From an optimization exercise on the open Yosys and OpenROAD flow, aimed at small area, a short achievable clock period and few clock cycles per item; shortcuts taken in it are not production practice.
In this exercise RTL edits were held to simulation tests only and were not proved equivalent to the original.
No activity file was given, so power comes from the tool's default toggle rates.

## risc_integer_execute_unit_core
module risc_integer_execute_unit_core #(
  parameter int unsigned Xlen = rieu_pkg::XLEN
) (
  input  wire logic            clk_i,
  input  wire logic            rst_ni,
  input  wire logic            in_valid_i,
  output logic                 in_ready_o,
  input  wire logic [5:0]      mode_i,
  input  wire logic [5:0]      function_code_i,
  input  wire logic [Xlen-1:0] operand_a_i,
  input  wire logic [Xlen-1:0] operand_b_i,
  input  wire logic [15:0]     immediate_i,
  input  wire logic [4:0]      shift_amount_i,
  input  wire logic [Xlen-1:0] syscall_code_i,
  output logic                 out_valid_o,
  input  wire logic            out_ready_i,
  output logic [Xlen-1:0]      result_o,
  output logic                 result_valid_o,
  output logic [Xlen-1:0]      hi_value_o,
  output logic [Xlen-1:0]      lo_value_o,
  output logic                 halt_o,
  output logic                 unsupported_o
);
Size: roughly 2900 cells after synthesis, about 120 flip-flops, roughly 230 I/O pins.
==> flow/config.mk <==
export PLATFORM = sky130hd
export DESIGN_NAME = risc_integer_execute_unit_core
export DESIGN_NICKNAME = risc_integer_execute_unit_core
export VERILOG_FILES = /design/flow/design.v
export SDC_FILE = /design/flow/constraint.sdc
export NUM_CORES = 4
export LEC_CHECK = 0
export CAP_MARGIN = 30
export CELL_PAD_IN_SITES_DETAIL_PLACEMENT = 1
export CELL_PAD_IN_SITES_GLOBAL_PLACEMENT = 1
export CORE_MARGIN = 2
export CORE_UTILIZATION = 40
export CTS_BUF_LIST = sky130_fd_sc_hd__clkbuf_4 sky130_fd_sc_hd__clkbuf_8
export CTS_CLUSTER_SIZE = 20
export GPL_TIMING_DRIVEN = 1
export PLACE_DENSITY = 0.55
export SETUP_SLACK_MARGIN = 0.6
export SLEW_MARGIN = 20
==> flow/constraint.sdc <==
create_clock -name core_clock -period 6.0 [get_ports {clk_i}]
set_input_delay 1.2000 -clock core_clock [delete_from_list [all_inputs] [get_ports {clk_i}]]
set_output_delay 1.2000 -clock core_clock [all_outputs]
set_load 0.01 [all_outputs]
standard.sh (not shown) runs the stock make flow with config.mk's settings and CLKGATE_MAP_FILE= SYNTH_SCRIPT=/design/flow/synth_recipe.tcl, a recipe that flattens the netlist after the stock synthesis.
==> flow/flow/run.sh <==
#!/bin/bash
# The standard layout, with a 1x buffer (instead of the default delay buffer)
# on every port, and timing-driven global placement that does not keep the
# resizer's trial buffers.
set -euo pipefail
export BUFFER_PORTS_ARGS="-buffer_cell sky130_fd_sc_hd__buf_1"
export GPL_KEEP_OVERFLOW=0
bash standard.sh > standard_make.log 2>&1
Testbench counts at the start, summed over its fixed seeds: cycles 29,781, items 16,000.
Next try:
==> flow/flow/run.sh (replaced) <==
#!/bin/bash
# The standard layout, with a 1x buffer (instead of the default delay buffer) on every port.
set -euo pipefail
export BUFFER_PORTS_ARGS="-buffer_cell sky130_fd_sc_hd__buf_1"
bash standard.sh > standard_make.log 2>&1
Settings changed: CAP_MARGIN 30 to 20, CORE_UTILIZATION 40 to 45, PLACE_DENSITY 0.55 to 0.6, SETUP_SLACK_MARGIN 0.6 to 0.3.
The new run finished with timing, DRC and antenna clean.
Setup slack got worse by 75 ps.
Core utilization came out higher by 3.3 points.
Sequential share of layout area came out higher by 0.59 points.
Via count stays flat.
Power came out lower by 9.7%.
Fmax came out lower by 1.4%.
Wire length came out lower by 7.4%.
Critical path depth came out lower by 1.
Global-route usage came out higher by 3.1 points.
Clock power came out lower by 5.0%.
Final area came out lower by 5.1%.
Next try:
==> flow/flow/run.sh (replaced) <==
#!/bin/bash
# The standard layout, with a 1x buffer (instead of the default delay buffer)
# on every port, and timing-driven global placement that does not keep the
# resizer's trial buffers.
set -euo pipefail
export BUFFER_PORTS_ARGS="-buffer_cell sky130_fd_sc_hd__buf_1"
export GPL_KEEP_OVERFLOW=0
bash standard.sh > standard_make.log 2>&1
Settings changed: CAP_MARGIN 20 to 30, CORE_UTILIZATION 45 to 35, PLACE_DENSITY 0.6 to 0.5, SETUP_SLACK_MARGIN 0.3 to 0.6.
Outcome: Via count fell by 1.9%; clock power fell by about 0.5%; routed wire length rose by 11%; global-route usage fell by 7.2 points; design area rose by 6.5%; clock-buffer cell count rose by 1; non-clock buffer count fell by 48; setup slack gains 210 ps; area after synthesis stays the same; fmax rose by 4.0%; sequential power rose by 59%.
Next try:
==> flow/flow/run.sh (replaced) <==
#!/bin/bash
# The standard layout, with a 1x buffer (instead of the default delay buffer) on every port.
set -euo pipefail
export BUFFER_PORTS_ARGS="-buffer_cell sky130_fd_sc_hd__buf_1"
bash standard.sh > standard_make.log 2>&1
Settings changed: SETUP_SLACK_MARGIN 0.6 to 0.9.
=> Cell area goes up by 3.2%. Global-route usage is higher by 0.15 points. Count of clock-buffer cells in the layout went down by 1. Die area is unchanged. Flip-flop and latch count stays the same. Core utilization came out higher by 1.4 points. Final cell count rises by 3.7%.


risc_integer_execute_unit_core again, from the RTL that the note above started with.
clock: 6.0 ns
lec_check: 0
cap_margin: 30
cell_pad_in_sites_detail_placement: 1
cell_pad_in_sites_global_placement: 1
core_margin: 2
core_utilization: 35
cts_buf_list: sky130_fd_sc_hd__clkbuf_4 sky130_fd_sc_hd__clkbuf_8
cts_cluster_size: 20
gpl_timing_driven: 1
place_density: 0.5
setup_slack_margin: 0.6
slew_margin: 20
==> flow/flow/run.sh <==
#!/bin/bash
# The standard layout, with a 1x buffer (instead of the default delay buffer) on every port.
set -euo pipefail
export BUFFER_PORTS_ARGS="-buffer_cell sky130_fd_sc_hd__buf_1"
bash standard.sh > standard_make.log 2>&1
Testbench counts at the start, summed over its fixed seeds: cycles 29,781, items 16,000.
Change:
Settings changed: CTS_BUF_LIST sky130_fd_sc_hd__clkbuf_4 sky130_fd_sc_hd__clkbuf_8 to unset, CTS_CLUSTER_SIZE 20 to unset, SETUP_SLACK_MARGIN 0.6 to 0.3.
Worst setup slack degrades by 0.24 ns.
Core utilization fell by 0.83 points.
Flip-flop and latch count does not change.
Sequential share of layout area came out higher by 0.24 points.
Die area stays the same.
Total power shrinks by a few percent.
Change:
==> flow/flow/run.sh (replaced) <==
#!/bin/bash
# The standard layout, with a 1x buffer (instead of the default delay buffer)
# on every port, and timing-driven global placement that does not keep the
# resizer's trial buffers.
set -euo pipefail
export BUFFER_PORTS_ARGS="-buffer_cell sky130_fd_sc_hd__buf_1"
export GPL_KEEP_OVERFLOW=0
bash standard.sh > standard_make.log 2>&1
Settings changed: CTS_BUF_LIST set to sky130_fd_sc_hd__clkbuf_4 sky130_fd_sc_hd__clkbuf_8, CTS_CLUSTER_SIZE set to 20, SETUP_SLACK_MARGIN 0.3 to 0.9.
What happened:
- total power is higher by 15%
- sequential share of layout area is lower by 0.77 points
- worst setup slack gets better by 0.39 ns
- area after synthesis is unchanged
- fmax is higher by 7.4%
- combinational power is higher by about 10%
- non-clock buffer count is lower by 57
- critical path depth is higher by 5
- design area is higher by 7.3%
- sequential power is higher by 60%
Change:
Settings changed: CAP_MARGIN 30 to 20, SETUP_SLACK_MARGIN 0.9 to 0.6.
Synthesized cell count stays the same.
Total power fell by 12%.
Non-clock buffer count decreases by 62.
Change:
==> flow/flow/run.sh (replaced) <==
#!/bin/bash
# The standard layout, with a 1x buffer (instead of the default delay buffer) on every port.
set -euo pipefail
export BUFFER_PORTS_ARGS="-buffer_cell sky130_fd_sc_hd__buf_1"
bash standard.sh > standard_make.log 2>&1
Settings changed: CAP_MARGIN 20 to 30, SETUP_SLACK_MARGIN 0.6 to 0.3.
Result:
- The changed run ran to the end with no violations
- cell area is lower by 3.2%
- total power is lower by 2.2%
- routed wire length falls by 0.38%
- clock-buffer cell count drops by 1
- worst setup slack got worse by 0.23 ns
- non-clock buffer count climbs by 113
- sequential share of layout area is higher by 0.33 points
- hold slack improved by 0.017 ns

==> re-timing with driven ports <==
Ports are ideal in the flow. The routed layouts listed here were re-timed in OpenROAD.
Step 1 assumes that a clkbuf_16 drives the clock port and a buf_2 every other input.
Step 2 also shifts input and output timing later by t, the mid clock arrival at the registers, as if the neighbouring blocks saw the same clock.
a / b / c = no drivers / after step 1 / after step 2; a / b = the first two.
run | shift t [ns] | setup slack, ns | clock arrival spread, ns | cell pins on the clock port's net
the first run of note 1 | 0.632 | 0.533 / 0.533 / 0.187 | 0.035 / 0.036 | 1
the second run of note 1 | 0.604 | 0.458 / 0.458 / -0.019 | 0.024 / 0.024 | 1
the third run of note 1 | 0.599 | 0.669 / 0.669 / 0.134 | 0.028 / 0.029 | 1
the fourth run of note 1 | 0.632 | 0.677 / 0.677 / 0.348 | 0.023 / 0.022 | 1
the first run of note 2 | 0.621 | 0.636 / 0.636 / 0.225 | 0.024 / 0.023 | 1
the second run of note 2 | 0.557 | 0.395 / 0.395 / 0.009 | 0.010 / 0.010 | 1
the third run of note 2 | 0.635 | 0.783 / 0.783 / 0.400 | 0.031 / 0.031 | 1
the fourth run of note 2 | 0.606 | 0.621 / 0.621 / 0.179 | 0.025 / 0.026 | 1
the fifth run of note 2 | 0.635 | 0.392 / 0.392 / 0.023 | 0.018 / 0.018 | 1
Met with ideal ports but missed after step 2: setup timing in the second run of note 1. For the third run of note 1, which loses most, drivers alone change the setup slack by 0.000 ns; drivers and shift together by -0.535 ns.
